Source: an optimization exercise on an open RTL-to-GDS flow (aim: small area, a short achievable clock period and few clock cycles). Production flows keep margins and buffers that such runs may drop. RTL that was checked went through simulation tests only; none was proved equivalent to the original. No activity file was given, so power comes from the tool's default toggle rates.

## wip/garnet
Design keyword_source_lexer, start of the top module:
module keyword_source_lexer #(
   parameter int MAX_TEXT_LEN = 65536
) (
   input  wire logic         clock,
   input  wire logic         reset,
   input  wire logic         req_valid,
   output logic             req_stall,
   input  wire logic [8:0]   req_data,
   output logic             rsp_valid,
   input  wire logic         rsp_stall,
   output logic [45:0]      rsp_data,
   input  wire logic         csr_we,
   input  wire logic [16:0]  csr_wdata
);
   logic         room;
   logic         push;
   logic [45:0]  push_w;
   ksl_front u_front (
      .clock     (clock),
      .reset     (reset),
      .req_valid (req_valid),
      .req_stall (req_stall),
      .req_data  (req_data),
      .csr_we    (csr_we),
      .csr_wdata (csr_wdata),
      .room      (room),
      .last_index(rsp_data[39:24]),
      .push      (push),
      .push_w    (push_w)
   );
   ksl_tokq u_tokq (
      .clock     (clock),
      .reset     (reset),
      .push      (push),
      .push_w    (push_w),
      .room      (room),
      .rsp_valid (rsp_valid),
      .rsp_stall (rsp_stall),
      .rsp_data  (rsp_data)
   );
endmodule
clock: 8.5 ns
lec_check: 0
abc_area: 1
cap_margin: 5
core_margin: 2
core_utilization: 40
cts_buf_list: sky130_fd_sc_hd__clkbuf_8
slew_margin: 5
standard.sh (not shown) runs the stock make flow with config.mk's settings and CLKGATE_MAP_FILE= SYNTH_SCRIPT=/design/flow/synth_recipe.tcl, a recipe that flattens the netlist after the stock synthesis.
==> flow/flow/run.sh <==
#!/bin/bash
# The standard layout, with the smallest buffer on each port instead of the
# default delay-cell buffer, and timing repair aiming 5.75 ns below the clock period
set -euo pipefail
export BUFFER_PORTS_ARGS="-buffer_cell sky130_fd_sc_hd__buf_1"
export SETUP_SLACK_MARGIN=5.75
bash standard.sh finish > standard_finish.log 2>&1
wip/garnet ended with every stage complete and zero timing, DRC or antenna violations.
Testbench counts of wip/garnet, summed over its fixed seeds: cycles 148,692.
Edits applied to the flow inputs when going from wip/garnet to wip/yarrow:
Settings: swapping 5 for 20 in CAP_MARGIN; swapping 5 for 20 in SLEW_MARGIN.
==> flow/flow/run.sh <==
#!/bin/bash
# The standard layout, with the smallest buffer on each port instead of the
# default delay-cell buffer, and timing repair aiming 5.25 ns below the clock period
set -euo pipefail
export BUFFER_PORTS_ARGS="-buffer_cell sky130_fd_sc_hd__buf_1"
export SETUP_SLACK_MARGIN=5.25
bash standard.sh finish > standard_finish.log 2>&1
==> run summary <==
| fraction of area in multi-input gates | lower: wip/garnet |. Going from wip/garnet to wip/yarrow, wire length the detailed router placed on met1 shrank slightly. [compare] base=wip/garnet new=wip/yarrow: total area of multi-input combinational cells shrank by 6.9%; area added between synthesis and finish shrank by 8.7 points; finished layout cell area shrank by 960 um2. The run showing the greater clock power is wip/yarrow. Going from wip/garnet to wip/yarrow, switching fraction of total power decreased 0.18 points, power share of the clock group increased 1.4 points, number of buffers added on ports essentially unchanged.
Inputs modified between wip/yarrow and wip/juniper:
Settings: PLACE_DENSITY: unset -> 0.7.
==> flow/flow/run.sh <==
#!/bin/bash
# The standard layout, with the smallest buffer on each port instead of the
# default delay-cell buffer, and timing repair aiming 5.65 ns below the clock period
set -euo pipefail
export BUFFER_PORTS_ARGS="-buffer_cell sky130_fd_sc_hd__buf_1"
export SETUP_SLACK_MARGIN=5.65
bash standard.sh finish > standard_finish.log 2>&1
==> run summary <==
Via count of the first global-routing pass, wip/yarrow and wip/juniper: higher on wip/juniper
wip/juniper completed; timing, DRC and antenna clean
Between wip/yarrow and wip/juniper, the hold slack does not differ in any meaningful way.
[compare] base=wip/yarrow new=wip/juniper: total clock network power lower, non-clock buffer count higher, synthesized area roughly the same, final cell count higher.
Cell leakage power, wip/yarrow and wip/juniper, lower one = wip/yarrow.
For the logic gate share of total power, wip/juniper came in 1.6 points higher than wip/yarrow did.
Final area: wip/juniper > wip/yarrow
> inputs changed (wip/juniper -> wip/xenon)
Settings: clearing PLACE_DENSITY, which used to be 0.7.
==> flow/flow/run.sh <==
#!/bin/bash
# The standard layout, with the smallest buffer on each port instead of the
# default delay-cell buffer, and timing repair aiming 6 ns below the clock period
set -euo pipefail
export BUFFER_PORTS_ARGS="-buffer_cell sky130_fd_sc_hd__buf_1"
export SETUP_SLACK_MARGIN=6.0
bash standard.sh finish > standard_finish.log 2>&1
==> run summary <==
NOTE total power wip/juniper->wip/xenon increased by more than 10%. Required time at the endpoint of the critical path was lower in wip/xenon than in wip/juniper. Side by side, critical path depth turned out lower in wip/xenon than in wip/juniper. Re final layout net count: wip/xenon is 6.1% up on wip/juniper. Going from wip/juniper to wip/xenon, post-detailed-route wirelength per cell went up; wire length of the first global-routing pass has increased. wip/xenon has utilization above what wip/juniper had. wip/juniper ran to completion and came out clean on the timing, design-rule and antenna checks. wip/xenon has completed all stages; timing, DRC and antenna checks passed. Compared wip/xenon vs wip/juniper, and highest cell delay on the worst timing path is up in wip/xenon. Final cell area: wip/xenon above wip/juniper.
Modified inputs, wip/delta compared to wip/xenon
Settings: changing CORE_UTILIZATION from 40 to 45.
==> flow/flow/run.sh <==
#!/bin/bash
# The standard layout, with the smallest buffer on each port instead of the
# default delay-cell buffer, and timing repair aiming 5.75 ns below the clock period
set -euo pipefail
export BUFFER_PORTS_ARGS="-buffer_cell sky130_fd_sc_hd__buf_1"
export SETUP_SLACK_MARGIN=5.75
bash standard.sh finish > standard_finish.log 2>&1
### Flow results
[wip/delta vs wip/xenon] total global-route track usage: higher in wip/delta. Number of well taps came out lower on wip/delta than on wip/xenon. ~same sequential cell area in wip/delta and wip/xenon. Re share of total power in combinational logic: wip/delta is 3.6 points down on wip/xenon. Routed wire length down 1.6 mm in wip/delta wrt wip/xenon. The capturing instance or port of the critical path comes out rsp_data[42] in one run and rsp_data[25] in the other, namely in wip/delta and wip/xenon respectively. Delta (wip/delta minus wip/xenon): fraction of power spent switching nets rose by 1.4 points, worst hold slack stayed essentially flat, buffer count from post-CTS setup fixing fell by 60%. Delta (wip/delta minus wip/xenon): number of antenna violations at the first check in global routing neither gained nor lost much, via count lost 359, multi-input gate share of the layout cell area picked up an extra 0.49 points.

the baseline:
keyword_source_lexer, a different RTL version from the one above (not shown whole).
For scale: roughly 1700 cells after synthesis, about 150 flip-flops, about 79 I/O pins, roughly 12000 um2 of cells after synthesis.
Design keyword_source_lexer, start of the top module:
module keyword_source_lexer #(
   parameter int MAX_TEXT_LEN = 65536
) (
   input  wire logic         clock,
   input  wire logic         reset,
   input  wire logic         req_valid,
   output logic             req_stall,
   input  wire logic [8:0]   req_data,
   output logic             rsp_valid,
   input  wire logic         rsp_stall,
   output logic [45:0]      rsp_data,
   input  wire logic         csr_we,
   input  wire logic [16:0]  csr_wdata
);
   logic         room;
   logic         push;
   logic [45:0]  push_w;
   ksl_front u_front (
      .clock     (clock),
      .reset     (reset),
      .req_valid (req_valid),
      .req_stall (req_stall),
      .req_data  (req_data),
      .csr_we    (csr_we),
      .csr_wdata (csr_wdata),
      .room      (room),
      .last_index(rsp_data[39:24]),
      .push      (push),
      .push_w    (push_w)
   );
   ksl_tokq u_tokq (
      .clock     (clock),
      .reset     (reset),
      .push      (push),
      .push_w    (push_w),
      .room      (room),
      .rsp_valid (rsp_valid),
      .rsp_stall (rsp_stall),
      .rsp_data  (rsp_data)
   );
endmodule
clock: 8.5 ns
lec_check: 0
abc_area: 1
cap_margin: 20
core_margin: 2
core_utilization: 40
cts_buf_list: sky130_fd_sc_hd__clkbuf_8
setup_slack_margin: 5
slew_margin: 20
==> flow/flow/run.sh <==
#!/bin/bash
# The standard layout, with the smallest buffer on each port instead of the
# default delay-cell buffer; repair still resizes port buffers where timing needs it
set -euo pipefail
export BUFFER_PORTS_ARGS="-buffer_cell sky130_fd_sc_hd__buf_1"
bash standard.sh finish > standard_finish.log 2>&1
The baseline: full flow OK, the timing, design-rule and antenna checks passed
### the baseline -> the candidate
--- a/flow/config.mk
+++ b/flow/config.mk
@@ -12,2 +12,3 @@
 export CTS_BUF_LIST = sky130_fd_sc_hd__clkbuf_8
+export CTS_CLUSTER_SIZE = 30
 export SETUP_SLACK_MARGIN = 5
Results
The candidate ran to completion and came out clean on the timing, design-rule and antenna checks.
There was hardly any difference in first-pass GRT wire length between the candidate and the baseline.
Looking at the baseline and the candidate, the transition time of the tightest slew-check pin is a wash.
Between the baseline and the candidate, the difference in clock share of power is negligible.
Reported for the baseline and the candidate, net switching power of the design turned out identical to the last digit.
The baseline -> the candidate: cell total after placement delta 0, exact match
Re post-synthesis compound-gate area fraction: no difference whatsoever between the baseline and the candidate.
As far as non-clock buffering overhead in the final layout goes, the baseline and the candidate are indistinguishable; the numbers are identical.
Re synthesized netlist net count: no difference whatsoever between the candidate and the baseline.
On mean post-synth cell area, the candidate tracks the baseline almost exactly.
Status: via count parity (the candidate, the baseline)
Function was not checked in any run of this note: the RTL went through the layout flow alone.

keyword_source_lexer, a different RTL version from the one above (not shown whole).
For scale: about 1400 cells after synthesis, about 160 flip-flops, ~79 I/O pins, about 12000 sq um of cells after synthesis.
export LEC_CHECK = 0
export CAP_MARGIN = 20
export CORE_MARGIN = 2
export CORE_UTILIZATION = 40
export CTS_BUF_LIST = sky130_fd_sc_hd__clkbuf_8
export SETUP_SLACK_MARGIN = 5
export SLEW_MARGIN = 20
create_clock -name core_clock -period 8.5 [get_ports {clock}]
Scripts as last shown in full above: flow/flow/run.sh
Testbench counts at the start, summed over its fixed seeds: cycles 146,983.
Then changed:
--- a/flow/flow/run.sh
+++ b/flow/flow/run.sh
@@ -3 +3 @@
-# default delay-cell buffer; repair still resizes port buffers where timing needs it
+# default delay-cell buffer, and timing repair aiming 6 ns below the clock period
@@ -5,0 +6 @@
+export SETUP_SLACK_MARGIN=6
CTS_BUF_LIST = not set   (was sky130_fd_sc_hd__clkbuf_8)
SETUP_SLACK_MARGIN = not set   (was 5)
Outcome: Non-clock buffer count rose by 202; combinational power rose by about 55%; clock skew hardly moves; maximum frequency rose by about 2%; clock-buffer cell count rose by 1; sequential power fell by about 0.9%; wire length rose by about 17%.

## run 1
keyword_source_lexer with an RTL version that a note above also has.
For scale: roughly 1300 cells after synthesis, ~150 flip-flops, ~79 I/O pins.
clock: 8.5 ns
lec_check: 0
cap_margin: 20
core_margin: 2
core_utilization: 40
cts_buf_list: sky130_fd_sc_hd__clkbuf_8
setup_slack_margin: 5
slew_margin: 20
==> flow/flow/run.sh <==
#!/bin/bash
# The standard layout, with the smallest buffer on each port instead of the
# default delay-cell buffer; repair still resizes port buffers where timing needs it
set -euo pipefail
export BUFFER_PORTS_ARGS="-buffer_cell sky130_fd_sc_hd__buf_1"
bash standard.sh finish > standard_finish.log 2>&1
Testbench counts of run 1, summed over its fixed seeds: cycles 148,692.
What run 2 does differently from run 1 at the input level:
- SETUP_SLACK_MARGIN no longer set, was 5
- ABC_AREA now 1, previously not set
diff --git a/flow/flow/run.sh b/flow/flow/run.sh
--- a/flow/flow/run.sh
+++ b/flow/flow/run.sh
@@ -3 +3 @@
-# default delay-cell buffer; repair still resizes port buffers where timing needs it
+# default delay-cell buffer, and timing repair aiming 5.75 ns below the clock period
@@ -5,0 +6 @@
+export SETUP_SLACK_MARGIN=5.75
==> comparison <==
Looking at synthesized cell count, run 2 sits above run 1.
Taking run 1 as the reference point, the clock-buffer cell count of run 2 rises by 1.
Run 2 vs. run 1: part of the power in combinational logic higher, final net count higher, worst-case register-to-register setup slack higher, shortest period the worst path allows lower, number of cells traversed by the worst register-to-register path higher.
Diff run 1 -> run 2 | non-clock buffering overhead in the final layout | increase of 2.6 points
Taking run 1 as the reference, in run 2 met1 wire length +6.7%, number of ordinary inverters in the final layout now larger, filler-free cell count of the finished design went up.
Input-level comparison between run 3 and run 2:
diff --git a/flow/flow/run.sh b/flow/flow/run.sh
--- a/flow/flow/run.sh
+++ b/flow/flow/run.sh
@@ -3 +3 @@
-# default delay-cell buffer, and timing repair aiming 5.75 ns below the clock period
+# default delay-cell buffer, and timing repair aiming 5.65 ns below the clock period
@@ -6 +6 @@
-export SETUP_SLACK_MARGIN=5.75
+export SETUP_SLACK_MARGIN=5.65
==> run summary <==
On number of inserted filler cells in the final layout, the higher figure sits with run 3, not run 2. As far as area taken by flip-flops and latches is concerned, run 2 and run 3 perform about the same. On clock tree cell share of total cell area: between run 3 and run 2, it ends up higher for run 3. All-layer global routing usage delta for run 3 relative to run 2: 0.20 points higher. Between run 3 and run 2, it is run 3 whose via density per instance is higher, by 0.71%. Status: clock edge transition at the registers on the reported setup and hold paths parity (run 2, run 3). Higher setup slack among run 3 and run 2: run 2.
The following lists how run 4 was set up differently from run 3:
==> flow/flow/run.sh <==
#!/bin/bash
# The standard layout with three changes to how it is made:
#  - after the standard synthesis, OpenROAD's restructure re-maps the combinational
#    logic for area (registers are left as synthesis made them);
#  - the smallest buffer on each port instead of the default delay-cell buffer;
#  - timing repair aiming 5.5 ns below the clock period.
# Each tool writes its full output to a log of its own in this folder.
set -euo pipefail
export BUFFER_PORTS_ARGS="-buffer_cell sky130_fd_sc_hd__buf_1"
export SETUP_SLACK_MARGIN=5.5
bash standard.sh synth > standard_synth.log 2>&1
R=orfs/results/${FLOW_PLATFORM}/keyword_source_lexer/base
P=${FLOW_HOME}/platforms/${FLOW_PLATFORM}
LIB=${P}/lib/sky130_fd_sc_hd__tt_025C_1v80.lib
DONT_USE=$(sed -n '/^export DONT_USE_CELLS/,/^$/p' "${P}/config.mk" | grep -o 'sky130_fd_sc_hd__[A-Za-z0-9_]*' | tr '\n' ' ')
mkdir -p rmp_work
# restructure maps to every cell of the liberty file it is given: give it one without
# the platform's don't-use cells
python3 flow/libfilter.py "${LIB}" rmp_lib.lib ${DONT_USE} > libfilter.log 2>&1
cat > restructure.tcl <<EOT
read_lef ${P}/lef/sky130_fd_sc_hd.tlef
read_lef ${P}/lef/sky130_fd_sc_hd_merged.lef
read_liberty ${LIB}
read_db ${R}/1_synth.odb
read_sdc ${R}/1_synth.sdc
foreach c {${DONT_USE}} { set_dont_use [get_lib_cells */\$c] }
puts "before"
report_design_area
restructure -target area -liberty_file rmp_lib.lib -tielo_port sky130_fd_sc_hd__conb_1/LO -tiehi_port sky130_fd_sc_hd__conb_1/HI -work_dir rmp_work
puts "after"
report_design_area
write_db ${R}/1_synth.odb
EOT
openroad -no_init -exit restructure.tcl > restructure.log 2>&1
touch ${R}/1_synth.sdc
bash standard.sh finish > standard_finish.log 2>&1
==> flow/flow/libfilter.py (new file) <==
#!/usr/bin/env python3
# Copies a liberty file without the cells named on the command line.
# usage: libfilter.py IN OUT CELL...
import re
import sys

src, dst, drop = sys.argv[1], sys.argv[2], set(sys.argv[3:])
text = open(src).read()
out = []
pos = 0
pat = re.compile(r'\n(\s*)cell\s*\(\s*"?([A-Za-z0-9_]+)"?\s*\)\s*\{')
while True:
    m = pat.search(text, pos)
    if not m:
        out.append(text[pos:])
        break
    out.append(text[pos:m.start()])
    depth, i = 1, m.end()
    while depth:
        ch = text[i]
        if ch == '{':
            depth += 1
        elif ch == '}':
            depth -= 1
        i += 1
    if m.group(2) not in drop:
        out.append(text[m.start():i])
    pos = i
open(dst, 'w').write(''.join(out))
==> comparison <==
When the final numbers for run 3 and run 4 were put side by side, the worst IR drop on VDD turned out to be greater in run 4.
met3 wirelength from detailed routing for run 4 is higher than for run 3.
Run 4 ended up with in -> reg as its category of the critical setup timing path; run 3 ended up with reg -> out.
Multi-input gate count shrinks by more than a quarter when moving from run 3 to run 4.
Global-route wire length before repair (run 3 / run 4): 1.12
Max global-route usage across run 3 and run 4: run 4
Run 4 vs. run 3: worst hold slack increased by 12 ps relative to the old numbers, share of the clock period used by the worst path increased by 10 points relative to the old numbers, final area increased by 540 sq um relative to the old numbers, slew at the pin closest to its max-slew limit decreased by 29 ps relative to the old numbers, sequential share of layout area decreased by 1.2 points relative to the old numbers.
STATUS final worst setup slack: run 4 loses against run 3
Edits applied to the flow inputs when going from run 4 to run 5:
==> flow/flow/run.sh <==
#!/bin/bash
# The standard layout, with the smallest buffer on each port instead of the
# default delay-cell buffer, and timing repair aiming 5.5 ns below the clock period
set -euo pipefail
export BUFFER_PORTS_ARGS="-buffer_cell sky130_fd_sc_hd__buf_1"
export SETUP_SLACK_MARGIN=5.5
bash standard.sh finish > standard_finish.log 2>&1
removed: flow/flow/libfilter.py
[summary]
Run 5: PASS, flow complete, no timing, DRC or antenna violations. Type of the setup path with the least slack: reg -> out -> run 5, in -> reg -> run 4. Across both runs, area after synthesis was higher for run 5 than for run 4. Compared with run 4, run 5 instantiates a larger number of cells. Run 4 → run 5: initial core utilization up 0.28 points; power down 0.18 mW; largest net degree at the start of global routing down about 13%; met3 usage flat. Side by side, fraction of layout cells with a size suffix above 1 turned out lower in run 5 than in run 4. Run 5: routability-driven placement congestion ratio is 0.052 higher than what run 4 reported. Diff run 4 -> run 5: final worst-path setup slack moved up; number of stages on the worst setup path moved down.

## separate check: timing with driven ports
No port has a modelled driver above. Below, the same layouts with a new extraction and two added sets of constraints. Step 1 assumes that a clkbuf_16 drives the clock port and a buf_2 every other input. Step 2 moves the port delays by t, midway between the first and last clock arrival at a register: inputs arrive t later, outputs are due t later. That takes back most of the time a late clock gives input paths. a / b / c = ideal / step 1 / step 2; a / b = the first two.
| run | shift t [ns] | slack for setup (ns) | worst hold slack (ns) | worst setup path after step 2 | worst register clock-pin slew, ns |
|---|---|---|---|---|---|
| wip/garnet | 0.488 | 5.758 / 5.716 / 5.309 | 0.477 / 0.477 / 0.477 | input to register | 0.10 / 0.10 |
| wip/yarrow | 0.494 | 5.299 / 5.316 / 4.821 | 0.474 / 0.474 / 0.474 | input to register | 0.09 / 0.09 |
| wip/juniper | 0.506 | 5.687 / 5.654 / 5.197 | 0.471 / 0.471 / 0.471 | input to register | 0.09 / 0.09 |
| wip/xenon | 0.508 | 5.747 / 5.701 / 5.370 | 0.469 / 0.469 / 0.469 | input to register | 0.09 / 0.09 |
| wip/delta | 0.504 | 5.724 / 5.678 / 5.337 | 0.467 / 0.467 / 0.467 | input to register | 0.10 / 0.10 |
| the baseline | 0.498 | 5.121 / 5.139 / 4.641 | 0.511 / 0.511 / 0.511 | input to register | 0.12 / 0.12 |
| the candidate | 0.498 | 5.121 / 5.139 / 4.641 | 0.511 / 0.511 / 0.511 | input to register | 0.12 / 0.12 |
| the first run of note 3 | 0.505 | 5.102 / 5.094 / 4.638 | 0.503 / 0.503 / 0.503 | input to register | 0.11 / 0.11 |
| the second run of note 3 | 0.486 | 5.173 / 5.184 / 4.698 | 0.500 / 0.500 / 0.500 | input to register | 0.08 / 0.08 |
| run 1 | 0.494 | 5.117 / 5.128 / 4.650 | 0.525 / 0.525 / 0.525 | input to register | 0.11 / 0.11 |
| run 2 | 0.488 | 5.758 / 5.716 / 5.309 | 0.477 / 0.477 / 0.477 | input to register | 0.10 / 0.10 |
| run 3 | 0.498 | 5.702 / 5.656 / 5.237 | 0.476 / 0.476 / 0.476 | input to register | 0.09 / 0.09 |
| run 4 | 0.495 | 4.815 / 4.817 / 4.322 | 0.488 / 0.488 / 0.488 | input to register | 0.10 / 0.10 |
| run 5 | 0.487 | 5.575 / 5.537 / 5.108 | 0.463 / 0.463 / 0.463 | input to register | 0.09 / 0.09 |
After both steps setup and hold are still met in every run listed. For run 4, which loses most, drivers alone change the setup slack by +0.002 ns; drivers and shift together by -0.493 ns.
